What follows belongs to an exercise in optimizing a design on an open flow for small area, a short achievable clock period and few clock cycles per item; a production flow would make more cautious choices.
Only simulation tests tie the RTL to the original design; equivalence was not proved.

## run A
// fft8_engine
module fft8_engine (
  input  logic        clk,
  input  logic        rst,
  input  logic        cmd_valid,
  input  logic [1:0]  cmd_op,
  input  logic [3:0]  cmd_sel,
  input  logic [31:0] cmd_data,
  output logic        cmd_ready,
  output logic        busy,
  output logic        done,
  output logic [31:0] result,
  output logic        result_valid
);
Size: roughly 2900 cells after synthesis, roughly 77 I/O pins.
export LEC_CHECK = 0
export CAP_MARGIN = 20
export CORE_MARGIN = 2
export CORE_UTILIZATION = 40
export SLEW_MARGIN = 20
export TNS_END_PERCENT = 5
create_clock -name core_clock -period 12.0 [get_ports {clk}]
standard.sh (not shown) runs the stock make flow with config.mk's settings and CLKGATE_MAP_FILE= SYNTH_SCRIPT=/design/flow/synth_recipe.tcl, a recipe that flattens the netlist after the stock synthesis.
==> flow/flow/run.sh <==
#!/bin/bash
# The standard ORFS layout, with its setup repair aimed below the clock period
# (repair_timing's -setup_margin), so that it also works on paths that already meet it.
set -euo pipefail
bash standard.sh SETUP_SLACK_MARGIN=7.5 finish > standard_flow.log 2>&1
The flow did not stop early for run A: all stages ran, and the layout cleared the timing, DRC and antenna checks.
Testbench counts of run A, summed over its fixed seeds: cycles 8,704, items 320.
Here is what was changed in the inputs of run B compared with run A.
# run A
export LEC_CHECK = 0
export CAP_MARGIN = 20
export CORE_MARGIN = 2
export CORE_UTILIZATION = 40
export SLEW_MARGIN = 20
export TNS_END_PERCENT = 5
create_clock -name core_clock -period 12.0 [get_ports {clk}]
# run B
export LEC_CHECK = 0
export CAP_MARGIN = 20
export CORE_MARGIN = 2
export CORE_UTILIZATION = 60
export PLACE_DENSITY = 0.75
export SLEW_MARGIN = 20
export TNS_END_PERCENT = 20
create_clock -name core_clock -period 12.0 [get_ports {clk}]
==> flow/flow/run.sh <==
#!/bin/bash
# The standard ORFS layout, with its setup repair aimed below the clock period
# (repair_timing's -setup_margin), so that it also works on paths that already meet it.
set -euo pipefail
bash standard.sh SETUP_SLACK_MARGIN=8 finish > standard_flow.log 2>&1
--- outcome ---
- The higher maximum net fanout on the critical path of run A and run B is in run A.
- Final cell count (run B / run A): 0.939
- Die area: run A and run B compared, higher one is run A
- Looking at startpoint of the worst setup timing path, the c_sb[2]$_DFF_PP0_ result is from run A; the r_u[1]$_DFF_P_ one comes from run B.
- Run B — number of clock buffer instances in the layout 8.6% lower, run A as reference
> inputs changed (run B -> run C)
# run B
export LEC_CHECK = 0
export CAP_MARGIN = 20
export CORE_MARGIN = 2
export CORE_UTILIZATION = 60
export PLACE_DENSITY = 0.75
export SLEW_MARGIN = 20
export TNS_END_PERCENT = 20
create_clock -name core_clock -period 12.0 [get_ports {clk}]
# run C
export LEC_CHECK = 0
export CAP_MARGIN = 20
export CORE_MARGIN = 2
export CORE_UTILIZATION = 40
export SLEW_MARGIN = 20
export TNS_END_PERCENT = 20
create_clock -name core_clock -period 12.0 [get_ports {clk}]
--- outcome ---
Run C has more setup slack than run B.
[compare] base=run B new=run C: number of antenna cells inserted down 1; sequential share of layout area fell by 0.64 points; first-pass GRT wire length went up by 3.9%; final worst hold slack has increased; critical path depth went down 2.
Both conditions hold for run C: the flow ran to the end and the final layout passed the timing, DRC and antenna checks.
### run C -> run D
# run C
export LEC_CHECK = 0
export CAP_MARGIN = 20
export CORE_MARGIN = 2
export CORE_UTILIZATION = 40
export SLEW_MARGIN = 20
export TNS_END_PERCENT = 20
create_clock -name core_clock -period 12.0 [get_ports {clk}]
# run D
export LEC_CHECK = 0
export CAP_MARGIN = 20
export CORE_MARGIN = 2
export CORE_UTILIZATION = 40
export SLEW_MARGIN = 20
export TNS_END_PERCENT = 0
create_clock -name core_clock -period 12.0 [get_ports {clk}]
[summary]
- Run D ended with every stage complete and zero timing, DRC or antenna violations.
- Area overhead of the layout relative to synthesis, run D and run C: higher on run C
- Run D vs run C, routed wire length went down by 3.3%.
- Run C → run D: worst setup slack went down by 0.14 ns.
- Going from run C to run D, the via count was found to have gone down by 2.4%.
--- input diff run D..run E ---
# run D
export LEC_CHECK = 0
export CAP_MARGIN = 20
export CORE_MARGIN = 2
export CORE_UTILIZATION = 40
export SLEW_MARGIN = 20
export TNS_END_PERCENT = 0
create_clock -name core_clock -period 12.0 [get_ports {clk}]
# run E
export LEC_CHECK = 0
export CAP_MARGIN = 20
export CORE_MARGIN = 2
export CORE_UTILIZATION = 40
export SLEW_MARGIN = 20
create_clock -name core_clock -period 12.0 [get_ports {clk}]
Between run D and run E, share of post-route cells with drive strength above 1 is higher for run E, run D comes in under that.
The half-perimeter wire length after detailed placement of run D and that of run E are within noise of each other.
Summary: global-route wire length before repair, run E worse than run D
Delta (run E minus run D): final area rose by about 5.4%; fmax rose by 0.0080 GHz.
Higher non-filler instance count after layout among run D and run E: run E
[inputs] run F vs run E
# run E
export LEC_CHECK = 0
export CAP_MARGIN = 20
export CORE_MARGIN = 2
export CORE_UTILIZATION = 40
export SLEW_MARGIN = 20
create_clock -name core_clock -period 12.0 [get_ports {clk}]
# run F
export LEC_CHECK = 0
export ABC_AREA = 1
export CAP_MARGIN = 20
export CORE_MARGIN = 2
export CORE_UTILIZATION = 40
export SLEW_MARGIN = 20
create_clock -name core_clock -period 12.0 [get_ports {clk}]
==> flow/flow/run.sh <==
#!/bin/bash
# The standard ORFS layout, with its setup repair aimed below the clock period
# (repair_timing's -setup_margin), so that it also works on paths that already meet it.
set -euo pipefail
bash standard.sh SETUP_SLACK_MARGIN=7 finish > standard_flow.log 2>&1
Run F vs run E — number of standard cells in the layout, taps in and fillers out rose 850. The hold slack in run F sits 0.015 ns below the value recorded for run E. Going from run E to run F, the number of cells upsized or downsized after cts was found to have gone down by 164. Summary of run F over run E: area of all placed cells without fillers decreased by 2.7% relative to the old numbers. Run F completed end to end with timing, DRC and antenna clean. The instance count after placement with tap cells included of run F exceeds that of run E by about 25%. Run F falls short of run E in register-to-register slack.

re-timing with driven ports:
In the flow no input, the clock included, has a driving cell. The finished layouts below were timed again as built, in two steps.
Step 1, drivers: a clkbuf_16 drives clk and a buf_2 each remaining input, both assumed.
Step 2 also shifts input and output timing later by t, the mid clock arrival at the registers, as if the neighbouring blocks saw the same clock.
Slacks: ideal ports / drivers / drivers and shift; pairs: ideal ports / drivers.
run | t, ns | slack for setup (ns) | latest minus earliest clock arrival (ns) | pins driven straight from the clock port
run A | 0.677 | 7.441 / 7.441 / 6.853 | 0.041 / 0.041 | 1
run B | 0.678 | 7.574 / 7.574 / 7.198 | 0.018 / 0.018 | 1
run C | 0.679 | 7.616 / 7.616 / 7.113 | 0.026 / 0.026 | 1
run D | 0.677 | 7.471 / 7.471 / 6.927 | 0.058 / 0.058 | 1
run E | 0.680 | 7.629 / 7.629 / 7.454 | 0.041 / 0.041 | 1
run F | 0.675 | 7.151 / 7.151 / 6.576 | 0.043 / 0.043 | 1
After both steps every run listed still meets setup and hold. The setup slack of run A, which loses most, moves by 0.000 ns with the drivers and by -0.588 ns with both steps.
